This design comes from an exercise in tuning for small area on the open sky130 flow, not from production work.
The RTL was checked by simulation tests, not by an equivalence proof against the original design.

==> flow/design.v <==
`timescale 1ns / 1ps
`default_nettype none
package fspa_pkg;
	localparam int SLOTS       = 64;
	localparam int IDX_W       = $clog2(SLOTS);
	localparam int CNT_W       = $clog2(SLOTS + 1);
	localparam int SLOT_W      = 6;
	localparam int UNITS_W     = 8;
	localparam int UNIT_SHIFT  = 8;
	localparam int PROD_W      = SLOT_W + UNITS_W;
	localparam int OFFSET_W    = 22;
	localparam int BASE_W      = 48;
	localparam int ADDR_W      = 49;
	localparam int CFG_IDX_W   = 1;
	typedef enum logic {
		ACT_ALLOC = 1'b0,
		ACT_FREE  = 1'b1
	} action_t;
	typedef enum logic [1:0] {
		ST_GRANTED = 2'd0,
		ST_EMPTY   = 2'd1,
		ST_FREED   = 2'd2,
		ST_DOUBLE  = 2'd3
	} status_t;
	typedef enum logic [CFG_IDX_W-1:0] {
		CFG_SLOT_SIZE = 1'b0,
		CFG_BASE      = 1'b1
	} cfg_reg_t;
	typedef struct packed {
		action_t             action;
		logic [SLOT_W-1:0]   slot_id;
	} req_t;
	typedef struct packed {
		status_t             status;
		logic [SLOT_W-1:0]   granted_slot;
		logic [OFFSET_W-1:0] byte_offset;
		logic [ADDR_W-1:0]   device_address;
	} rsp_t;
	typedef struct packed {
		logic              push;
		logic              pop;
		logic [IDX_W-1:0]  push_id;
	} fq_ctrl_t;
	typedef struct packed {
		logic [CNT_W-1:0]  count;
		logic [IDX_W-1:0]  head_id;
	} fq_stat_t;
endpackage
`default_nettype wire
`timescale 1ns / 1ps
`default_nettype none
module fspa_free_queue (
	input  wire logic                        clk,
	input  wire logic                        arst_n,
	input  wire logic                        push,
	input  wire logic                        pop,
	input  wire logic [fspa_pkg::IDX_W-1:0]  push_id,
	output logic                             empty,
	output logic      [fspa_pkg::IDX_W-1:0]  head_id,
	output logic      [fspa_pkg::IDX_W-1:0]  head_pos,
	output logic                             head_wrapped
);
	logic [fspa_pkg::IDX_W-1:0] mem_q [fspa_pkg::SLOTS];
	logic [fspa_pkg::IDX_W-1:0] head_q;
	logic [fspa_pkg::IDX_W-1:0] tail_q;
	logic                       empty_q;
	logic                       head_wrapped_q;
	logic [fspa_pkg::IDX_W-1:0] head_inc;
	assign head_inc = head_q + 1'b1;
	always_ff @(posedge clk) begin
		if (push) begin
			mem_q[tail_q] <= push_id;
		end
	end
	always_ff @(posedge clk or negedge arst_n) begin
		if (!arst_n) begin
			head_q         <= '0;
			tail_q         <= '0;
			empty_q        <= 1'b0;
			head_wrapped_q <= 1'b0;
		end else begin
			if (pop) begin
				head_q <= head_inc;
			end
			if (pop && (head_q == fspa_pkg::IDX_W'(fspa_pkg::SLOTS - 1))) begin
				head_wrapped_q <= 1'b1;
			end
			if (push) begin
				tail_q <= tail_q + 1'b1;
			end
			if (push) begin
				empty_q <= 1'b0;
			end else if (pop && (head_inc == tail_q)) begin
				empty_q <= 1'b1;
			end
		end
	end
	assign empty        = empty_q;
	assign head_id      = head_wrapped_q ? mem_q[head_q] : head_q;
	assign head_pos     = head_q;
	assign head_wrapped = head_wrapped_q;
endmodule
`default_nettype wire
`timescale 1ns / 1ps
`default_nettype none
module fspa_addr_calc (
	input  wire logic [fspa_pkg::PROD_W-1:0]   prod,
	input  wire logic [fspa_pkg::BASE_W-1:0]   base_address,
	output logic      [fspa_pkg::OFFSET_W-1:0] byte_offset,
	output logic      [fspa_pkg::ADDR_W-1:0]   device_address
);
	always_comb begin
		byte_offset    = {prod, fspa_pkg::UNIT_SHIFT'(0)};
		device_address = fspa_pkg::ADDR_W'(base_address) + fspa_pkg::ADDR_W'(byte_offset);
	end
endmodule
`default_nettype wire
`timescale 1ns / 1ps
`default_nettype none
module fixed_slot_pool_allocator_top (
	input  wire logic                            clk,
	input  wire logic                            arst_n,
	input  wire logic                            req_valid,
	output logic                                 req_stall,
	input  wire fspa_pkg::req_t                  req,
	output logic                                 rsp_valid,
	input  wire logic                            rsp_stall,
	output fspa_pkg::rsp_t                       rsp,
	input  wire logic                            cfg_valid,
	output logic                                 cfg_ready,
	input  wire logic [fspa_pkg::CFG_IDX_W-1:0]  cfg_index,
	input  wire logic [fspa_pkg::BASE_W-1:0]     cfg_data
);
	fspa_pkg::req_t                    req_s1;
	logic                              vld_s1;
	fspa_pkg::status_t                 st_q;
	logic [fspa_pkg::SLOT_W-1:0]       id_q;
	logic [fspa_pkg::PROD_W-1:0]       prod_q;
	logic [fspa_pkg::PROD_W-1:0]       prod_d;
	logic                              rsp_vld_q;
	logic [fspa_pkg::UNITS_W-1:0]      slot_size_q;
	logic [fspa_pkg::BASE_W-1:0]       base_q;
	logic                              base_set_q;
	logic                              use_base_q;
	logic [fspa_pkg::BASE_W-1:0]       base_eff;
	logic [fspa_pkg::SLOTS-1:0]        in_use_q;
	logic [fspa_pkg::SLOT_W-1:0]       head_pos;
	logic                              head_wrapped;
	logic                              use_known;
	logic                              fq_empty;
	logic [fspa_pkg::SLOT_W-1:0]       head_id;
	fspa_pkg::status_t                 st_d;
	logic [fspa_pkg::SLOT_W-1:0]       id_d;
	logic [fspa_pkg::OFFSET_W-1:0]     calc_offset;
	logic [fspa_pkg::ADDR_W-1:0]       calc_addr;
	logic                              hold_rsp;
	logic                              adv;
	logic                              grant;
	logic                              release_ok;
	logic                              pop;
	logic                              push;
	assign cfg_ready = 1'b1;
	assign hold_rsp  = rsp_vld_q && rsp_stall;
	assign adv       = vld_s1 && !hold_rsp;
	assign req_stall = vld_s1 && hold_rsp;
	assign rsp_valid = rsp_vld_q;
	fspa_free_queue u_free_queue (
		.clk     (clk),
		.arst_n  (arst_n),
		.push    (push),
		.pop     (pop),
		.push_id (req_s1.slot_id),
		.empty   (fq_empty),
		.head_id (head_id),
		.head_pos (head_pos),
		.head_wrapped (head_wrapped)
	);
	assign prod_d = fspa_pkg::PROD_W'(id_d) * fspa_pkg::PROD_W'(slot_size_q);
	fspa_addr_calc u_addr_calc (
		.prod            (prod_q),
		.base_address    (base_eff),
		.byte_offset     (calc_offset),
		.device_address  (calc_addr)
	);
	assign base_eff = use_base_q ? base_q : '0;
	always_comb begin
		rsp.status         = st_q;
		rsp.granted_slot   = id_q;
		rsp.byte_offset    = calc_offset;
		rsp.device_address = calc_addr;
	end
	always_comb begin
		grant      = (req_s1.action == fspa_pkg::ACT_ALLOC) && !fq_empty;
		use_known  = head_wrapped || (req_s1.slot_id < head_pos);
		release_ok = (req_s1.action == fspa_pkg::ACT_FREE) && use_known && in_use_q[req_s1.slot_id];
		pop        = adv && grant;
		push       = adv && release_ok;
		id_d       = grant ? head_id : '0;
		if (req_s1.action == fspa_pkg::ACT_ALLOC) begin
			st_d = grant ? fspa_pkg::ST_GRANTED : fspa_pkg::ST_EMPTY;
		end else begin
			st_d = release_ok ? fspa_pkg::ST_FREED : fspa_pkg::ST_DOUBLE;
		end
	end
	always_ff @(posedge clk) begin
		if (!req_stall) begin
			req_s1 <= req;
		end
		if (!hold_rsp) begin
			st_q <= st_d;
			id_q <= id_d;
			prod_q <= prod_d;
		end
		if (cfg_valid && (cfg_index == fspa_pkg::CFG_BASE)) begin
			base_q <= cfg_data;
		end
		if (pop) begin
			in_use_q[head_id] <= 1'b1;
		end
		if (push) begin
			in_use_q[req_s1.slot_id] <= 1'b0;
		end
	end
	always_ff @(posedge clk or negedge arst_n) begin
		if (!arst_n) begin
			vld_s1      <= 1'b0;
			rsp_vld_q   <= 1'b0;
			slot_size_q <= fspa_pkg::UNITS_W'(1);
			base_set_q  <= 1'b0;
			use_base_q  <= 1'b0;
		end else begin
			if (!req_stall) begin
				vld_s1 <= req_valid;
			end
			if (!hold_rsp) begin
				rsp_vld_q  <= vld_s1;
				use_base_q <= grant && base_set_q;
			end
			if (cfg_valid) begin
				if (cfg_index == fspa_pkg::CFG_SLOT_SIZE) begin
					slot_size_q <= cfg_data[fspa_pkg::UNITS_W-1:0];
				end else begin
					base_set_q <= 1'b1;
				end
			end
		end
	end
endmodule
`default_nettype wire
==> flow/config.mk <==
export PLATFORM = sky130hd
export DESIGN_NAME = fixed_slot_pool_allocator_top
export DESIGN_NICKNAME = fixed_slot_pool_allocator_top
export VERILOG_FILES = /design/flow/design.v
export SDC_FILE = /design/flow/constraint.sdc
export NUM_CORES = 4
export LEC_CHECK = 0
export CAP_MARGIN = 20
export CORE_MARGIN = 2
export CORE_UTILIZATION = 65
export SLEW_MARGIN = 20
==> flow/constraint.sdc <==
create_clock -name core_clock -period 7.0 [get_ports {clk}]
set_input_delay 1.4000 -clock core_clock [delete_from_list [all_inputs] [get_ports {clk}]]
set_output_delay 1.4000 -clock core_clock [all_outputs]
set_load 0.01 [all_outputs]
standard.sh (not shown) runs the stock make flow with config.mk's settings and CLKGATE_MAP_FILE= SYNTH_SCRIPT=/design/flow/synth_recipe.tcl, a recipe that flattens the netlist after the stock synthesis.
==> flow/flow/run.sh <==
#!/bin/bash
# Layout flow: the standard flow (standard.sh, unchanged synthesis), with
#  - the port buffers made with the smallest buffer, buf_1;
#  - clock tree synthesis with clkbuf_8 only, clusters of up to 16 sinks
#    within 60 um, and no dummy loads;
#  - ORFS's power recovery after global routing (downsizes gates off the
#    critical paths).
# make's full output goes to flow_make.log in the work folder; each ORFS step
# also writes its own log under orfs/logs/.
set -euo pipefail
bash standard.sh finish \
	"BUFFER_PORTS_ARGS=-buffer_cell sky130_fd_sc_hd__buf_1" \
	"CTS_ARGS=-sink_clustering_enable -repair_clock_nets -dont_use_dummy_load -buf_list sky130_fd_sc_hd__clkbuf_8 -sink_clustering_size 16 -sink_clustering_max_diameter 60" \
	"RECOVER_POWER=100" \
	> flow_make.log 2>&1
The first run completed, yet does not pass: capacitance limit, slew limit.
Edit:
==> flow/flow/run.sh (replaced) <==
#!/bin/bash
# Layout flow: the standard flow (standard.sh, unchanged synthesis), with
#  - the port buffers made with the smallest buffer, buf_1;
#  - clock tree synthesis with clkbuf_8 only, clusters of up to 18 sinks
#    within 70 um, and no dummy loads.
# make's full output goes to flow_make.log in the work folder; each ORFS step
# also writes its own log under orfs/logs/.
set -euo pipefail
bash standard.sh finish \
	"BUFFER_PORTS_ARGS=-buffer_cell sky130_fd_sc_hd__buf_1" \
	"CTS_ARGS=-sink_clustering_enable -repair_clock_nets -dont_use_dummy_load -buf_list sky130_fd_sc_hd__clkbuf_8 -sink_clustering_size 18 -sink_clustering_max_diameter 70" \
	> flow_make.log 2>&1
After rerunning: With this change the flow completed without violations; sequential share of layout area barely changes; setup slack degrades by 0.018 ns; register-to-register slack degrades by 0.02 ns.

-- port drivers added, routing unchanged --
The results above use ideal ports. As a check the final layouts listed here were re-extracted and re-timed, cells and wires unchanged.
Step 1: set_driving_cell puts a clkbuf_16 on clk and a buf_2 on each other input, an assumption about the parent block.
Step 2 times the ports against the registers' clock, not the clock port: input delays grow and output delays shrink by t, the midpoint of the rising clock arrivals with the driver on.
Three values: ideal, step 1, step 2; two values: the first two.
run	t (ns)	setup slack, ns	worst slew at a driven data input, ns
the first run	0.680	0.445 / 0.445 / 0.445	0.07
the second run	0.664	0.428 / 0.428 / 0.428	0.07
